This design comes from an exercise in tuning for small area on the open sky130 flow, not from production work. Function was checked by simulation only, so behaviour that the tests miss may differ from the original. Power and IR drop assume default switching activity.

==> flow/design.v <==
package dataAcqPkg;
  typedef logic [127:0] sensorReadings_t;   
endpackage
`timescale 1ns/100ps
module dataAcqCore (
  input  logic         Clk,
  input  logic         En,
  input  logic [31:0]  cpuCommand,
  input  logic         statusClear,
  input  logic [127:0] sensorReadings,
  output logic [31:0]  resultForCpu,
  output logic [2:0]   statusBits
);
  logic sB, sX, sY;
  logic stIdle, stRun, stRun1, stLoad;
  assign stIdle = !sB && !sX && !sY;
  assign stRun  = sB && !sX;
  assign stRun1 = sB && sY;
  assign stLoad = !sB && sX;
  logic errSticky, doneLatched;
  assign statusBits = {sB, errSticky, doneLatched};
  logic [2:0] cTyp;
  logic [1:0] cMode;
  logic [3:0] cNcc, cCfg;
  logic [5:0] cNs;
  logic       cEdge, cSilc, cUns, cNccNz;
  assign cTyp   = cpuCommand[29:27];
  assign cMode  = cpuCommand[31:30];
  assign cNcc   = cpuCommand[23:20];
  assign cNs    = cpuCommand[23:18];
  assign cCfg   = cpuCommand[3:0];
  assign cEdge  = (cTyp == 3'd1) || (cTyp == 3'd4);
  assign cSilc  = (cTyp == 3'd5);
  assign cUns   = (cTyp == 3'd0) || (cTyp == 3'd3);
  assign cNccNz = |cNcc;
  logic [11:0] ringA [8];
  logic [6:0]  ringB [4];
  logic [7:0]  ringAv;   
  logic [3:0]  ringBv;
  logic [2:0]  ph;
  logic [2:0]  pendT;    
  logic        pend1, pend2;
  logic [12:0] rVal, rValNext;
  logic        sensOk, wr1, wr2, okOut;
  logic [2:0]  rErr;
  logic [1:0]  rTag;
  logic [2:0]  typ;
  logic [1:0]  mode;
  logic        k1, k2;     
  logic [1:0]  sErr;       
  logic [11:0] lim;        
  logic [12:0] acc;        
  logic [5:0]  slp;        
  logic [11:0] prev;       
  logic isEdge, isSilc, isAna;
  assign isEdge = (typ == 3'd1) || (typ == 3'd4);
  assign isSilc = (typ == 3'd5);
  assign isAna  = (typ == 3'd2) || (typ == 3'd6) || (typ == 3'd7);
  logic        uEdge, uHit;
  logic [2:0]  uPosA;
  logic [1:0]  uPosB;
  logic [11:0] tap;
  logic        tapV;
  assign uEdge = stIdle ? cEdge : isEdge;
  assign uPosA = (stIdle ? {cMode[1], cTyp[1] ^ cTyp[2], cTyp[0]} :
                           {mode[1], typ[1] ^ typ[2], typ[0]}) + ph;
  assign uPosB = (stIdle ? {cMode[1], cTyp[2]} : {mode[1], typ[2]}) + ph[1:0];
  assign uHit  = uEdge ? (uPosB == 2'd0) : (uPosA[1:0] == 2'd0);
  assign tap   = uEdge ? {5'd0, ringB[0]} : uPosA[2] ? ringA[4] : ringA[0];
  assign tapV  = uEdge ? ringBv[0] : uPosA[2] ? ringAv[4] : ringAv[0];
  logic [11:0] smp;
  always_comb begin
    case (typ)
      3'd1:    smp = {11'd0, sensorReadings[16]};
      3'd4:    smp = {11'd0, sensorReadings[64]};
      3'd2:    smp = sensorReadings[32 +: 12];
      3'd5:    smp = sensorReadings[80 +: 12];
      3'd6:    smp = sensorReadings[96 +: 12];
      default: smp = sensorReadings[112 +: 12];
    endcase
  end
  logic cRefMode, cW1;
  assign cRefMode = (cMode != 2'b00);
  assign cW1      = (cCfg == 4'b0010) || (cCfg == 4'b0101);
  logic [2:0]  phN;
  assign phN = ph + 3'd1;
  logic        pendA, pendB, hitA;
  logic [2:0]  pPosA;
  logic [1:0]  pPosB1, pPosB2;
  logic        wA0, wA4, wB0;
  logic [2:0]  pT;
  logic        p1, p2;
  assign pT     = stLoad ? typ : pendT;
  assign p1     = stLoad ? wr1 : pend1;
  assign p2     = stLoad ? wr2 : pend2;
  assign pendA  = (pT == 3'd2) || (pT == 3'd5) || (pT == 3'd6) || (pT == 3'd7);
  assign pendB  = (pT == 3'd1) || (pT == 3'd4);
  assign pPosA  = {1'b0, pT[1] ^ pT[2], pT[0]} + phN;
  assign hitA   = pendA && (pPosA[1:0] == 2'd0);
  assign wA0    = hitA && (pPosA[2] ? p2 : p1);
  assign wA4    = hitA && (pPosA[2] ? p1 : p2);
  assign pPosB1 = {1'b0, pT[2]} + phN[1:0];
  assign pPosB2 = {1'b1, pT[2]} + phN[1:0];
  assign wB0    = pendB && ((p1 && pPosB1 == 2'd0) || (p2 && pPosB2 == 2'd0));
  always_ff @(posedge Clk)
    if (stLoad) pendT <= typ;
  always_ff @(posedge Clk) begin
    for (int i = 0; i < 8; i++)
      if (i != 0 && i != 4) ringA[i] <= ringA[i-1];
    ringA[0] <= wA0 ? rValNext[11:0] : ringA[7];
    ringA[4] <= wA4 ? rValNext[11:0] : ringA[3];
    for (int i = 1; i < 4; i++) ringB[i] <= ringB[i-1];
    ringB[0] <= wB0 ? rValNext[6:0] : ringB[3];
  end
  logic rise, fall, evt, reached, limHit, dc;
  assign rise    = !prev[0] && smp[0];
  assign fall    = smp < prev;
  assign evt     = !stRun1 && fall;
  logic [5:0] slpNext;
  assign slpNext = slp + {5'd0, evt};
  assign reached = isSilc && (&slpNext);
  assign limHit  = (lim == 12'd0);
  assign dc      = limHit || reached;
  logic        needTap, incPend, stDone, tapNow, kTap, kEff;
  logic        refAdd, inc0, ana0, lateInc, accCin;
  logic [12:0] accAdd, accSum;
  assign stDone  = sB && sX;
  assign tapNow  = needTap && uHit && !stIdle;
  assign kTap    = (mode == 2'b00) ? (k1 || !tapV) : tapV;
  assign kEff    = tapNow ? kTap : k1;
  assign refAdd  = stIdle ? (cRefMode && uHit) : (tapNow && (mode != 2'b00));
  assign inc0    = stRun && (stRun1 || isSilc || (isEdge && rise));
  assign ana0    = isAna && stRun1;
  assign lateInc = stDone && incPend;
  assign accCin  = refAdd || inc0 || ana0 || lateInc;
  assign accAdd  = refAdd ? {1'b1, ~tap} :
                   ana0 ? {1'b0, smp} :
                   (lateInc && isAna) ? {1'b0, prev} : 13'd0;
  assign accSum  = (acc | {13{stIdle}}) + accAdd + {12'd0, accCin};
  always_ff @(posedge Clk) begin
    prev <= smp;
    acc  <= accSum;
    if (stIdle) begin
      typ  <= cTyp;
      mode <= cMode;
      k1   <= uHit ? (cRefMode ? tapV : (!tapV || cW1)) : (!cRefMode && cW1);
      k2   <= (cCfg == 4'b0100) || (cCfg == 4'b0101);
      sErr <= cUns ? 2'b11 : ((cEdge && !cNccNz) || (cSilc && cNs == 6'd0)) ? 2'b01 : 2'b00;
      lim  <= cSilc ? cpuCommand[15:4] :
              (cEdge && cNccNz) ? {4'd0, cNcc - 4'd1, 4'hF} : 12'd0;
      needTap <= !uHit;
      incPend <= 1'b0;
      slp  <= ~cNs;
    end else begin
      lim <= lim - 12'd1;
      if (tapNow) begin
        needTap <= 1'b0;
        k1      <= kTap;
      end
      if (refAdd && (inc0 || ana0)) incPend <= 1'b1;
      slp <= slpNext;
      if (stRun) begin
        if (isSilc && limHit && !reached) sErr <= 2'b10;
      end
    end
  end
  logic [2:0]  outErr;
  logic [1:0]  outTag;
  assign sensOk = (sErr == 2'b00);
  always_comb begin
    wr1    = 1'b0;
    wr2    = 1'b0;
    okOut  = 1'b0;
    outTag = 2'b11;
    case (sErr)
      2'b01:   outErr = 3'b100;
      2'b10:   outErr = 3'b101;
      default: outErr = 3'b111;
    endcase
    if (sensOk) begin
      case (mode)
        2'b00: begin
          wr1    = kEff;
          wr2    = k2;
          okOut  = 1'b1;
          outTag = 2'b00;
          outErr = (kEff || k2) ? 3'b110 : 3'b001;
        end
        2'b01: begin
          okOut  = kEff;
          outTag = kEff ? 2'b01 : 2'b11;
          outErr = kEff ? 3'b001 : 3'b010;
        end
        2'b10: begin
          okOut  = kEff;
          outTag = kEff ? 2'b10 : 2'b11;
          outErr = kEff ? 3'b001 : 3'b011;
        end
        default: outErr = 3'b111;
      endcase
    end
  end
  assign rValNext = stLoad ? (okOut ? accSum : 13'd0) : rVal;
  assign resultForCpu = {{4{rVal[12]}}, rVal[11:0], rErr, rTag[1] & rTag[0], rTag, 10'd0};
  always_ff @(posedge Clk or negedge En) begin
    if (!En) begin
      sB          <= 1'b0;
      sX          <= 1'b0;
      sY          <= 1'b0;
      errSticky   <= 1'b0;
      doneLatched <= 1'b0;
      ringAv      <= '0;
      ringBv      <= '0;
      rVal        <= '0;
      rErr        <= '0;
      rTag        <= '0;
      ph          <= '0;
      pend1       <= 1'b0;
      pend2       <= 1'b0;
    end else begin
      ph <= ph + 3'd1;
      for (int i = 0; i < 8; i++)
        if (i != 0 && i != 4) ringAv[i] <= ringAv[i-1];
      ringAv[0] <= wA0 || ringAv[7];
      ringAv[4] <= wA4 || ringAv[3];
      for (int i = 1; i < 4; i++) ringBv[i] <= ringBv[i-1];
      ringBv[0] <= wB0 || ringBv[3];
      sB <= (stIdle && (cpuCommand != 32'd0)) || stRun;
      sX <= sB && (sX || dc);
      sY <= (stIdle && (cpuCommand != 32'd0)) || (!sB && (sX || sY) && !statusClear);
      if (statusClear) begin
        errSticky   <= 1'b0;
        doneLatched <= 1'b0;
      end else if (stLoad) begin
        doneLatched <= 1'b1;
        if (outErr != 3'b001 && outErr != 3'b110) errSticky <= 1'b1;
      end
      if (stLoad) begin
        pend1 <= wr1;
        pend2 <= wr2;
        rVal <= rValNext;
        rErr <= outErr;
        rTag <= outTag;
      end
    end
  end
endmodule
clock: 10.0 ns
lec_check: 0
abc_area: 1
cap_margin: 20
core_margin: 2
core_utilization: 65
slew_margin: 20
standard.sh (not shown) runs the stock make flow with config.mk's settings and CLKGATE_MAP_FILE= SYNTH_SCRIPT=/design/flow/synth_recipe.tcl, a recipe that flattens the netlist after the stock synthesis.
==> flow/flow/run.sh <==
#!/bin/bash
# Standard ORFS flow with two changes:
#  - synthesis maps logic with an area-oriented ABC script (flow/abc_area.script);
#    registers are untouched (same dfflibmap step as the standard synthesis)
#  - adders are left to ABC too (no ADDER_MAP_FILE half/full adder cells)
#  - clock tree synthesis without dummy loads (same tree settings otherwise)
#  - every input and output port still gets a buffer, but a buf_1 one, and the
#    buffers synthesis puts on outputs sharing a net (insbuf) are buf_1 too
set -euo pipefail
rm -rf myscripts
cp -r "$FLOW_HOME/scripts" myscripts
cp flow/abc_area.script myscripts/abc_area.script
export SCRIPTS_DIR="$PWD/myscripts"
export BUFFER_PORTS_ARGS="-buffer_cell sky130_fd_sc_hd__buf_1"
bash standard.sh SCRIPTS_DIR="$PWD/myscripts" ADDER_MAP_FILE= "CTS_ARGS=-sink_clustering_enable -repair_clock_nets -dont_use_dummy_load -buf_list {sky130_fd_sc_hd__clkbuf_8} -sink_clustering_size 20 -sink_clustering_max_diameter 50" "MIN_BUF_CELL_AND_PORTS=sky130_fd_sc_hd__buf_1 A X" finish > standard.log 2>&1
==> flow/flow/abc_area.script <==
strash
&get -n
&st
&deepsyn -T 60
&dch -f
&nf -a -R 1000
&put
topo
Edit:
--- a/flow/design.v
+++ b/flow/design.v
@@ -102,8 +102,6 @@
   assign pPosB1 = {1'b0, pT[2]} + phN[1:0];
   assign pPosB2 = {1'b1, pT[2]} + phN[1:0];
   assign wB0    = pendB && ((p1 && pPosB1 == 2'd0) || (p2 && pPosB2 == 2'd0));
-  always_ff @(posedge Clk)
-    if (stLoad) pendT <= typ;
   always_ff @(posedge Clk) begin
     for (int i = 0; i < 8; i++)
       if (i != 0 && i != 4) ringA[i] <= ringA[i-1];
@@ -217,6 +215,7 @@
       ph          <= '0;
       pend1       <= 1'b0;
       pend2       <= 1'b0;
+      pendT       <= '0;
     end else begin
       ph <= ph + 3'd1;
       for (int i = 0; i < 8; i++)
@@ -238,6 +237,7 @@
       if (stLoad) begin
         pend1 <= wr1;
         pend2 <= wr2;
+        pendT <= typ;
         rVal <= rValNext;
         rErr <= outErr;
         rTag <= outTag;
Outcome: The new run finished clean. Area after synthesis hardly moves. Wire length grows slightly. Sequential cell count is unchanged. Worst hold slack gets worse by 0.034 ns. Worst setup slack gets better by 0.46 ns. First-iteration DRC count grows by a few percent. Sequential power shrinks by a few percent. Sequential share of layout area grows by 0.27 points. Utilization shrinks by 0.13 points. Combinational power shrinks by about a fifth. Count of clock-buffer cells in the layout grows by 1. Maximum frequency grows by a few percent.

what the ideal ports hide:
The results above use ideal ports. As a check the final layouts listed here were re-extracted and re-timed, cells and wires unchanged.
Step 1 sets driving cells, clkbuf_16 on the clock port and buf_2 on the other inputs (assumed; they add their load-dependent delay and slew).
Step 2 adds t to the input delays and takes it off the output delays; t is the mean of the earliest and latest rising clock arrival at the registers after step 1. Input paths then give back, and output paths get back, about the clock's delay inside the block.
Three values: no drivers, after step 1, after step 2; two values: the first two.
run	t, ns	setup WS [ns]	worst setup path after step 2	worst register clock-pin slew, ns
the first run	0.508	0.537 / 0.554 / 0.045	input to register	0.12 / 0.12
the second run	0.514	0.997 / 0.997 / 0.482	input to register	0.11 / 0.11
After both steps setup and hold are still met in every run listed. For the second run, which loses most, drivers alone change the setup slack by 0.000 ns; drivers and shift together by -0.515 ns.
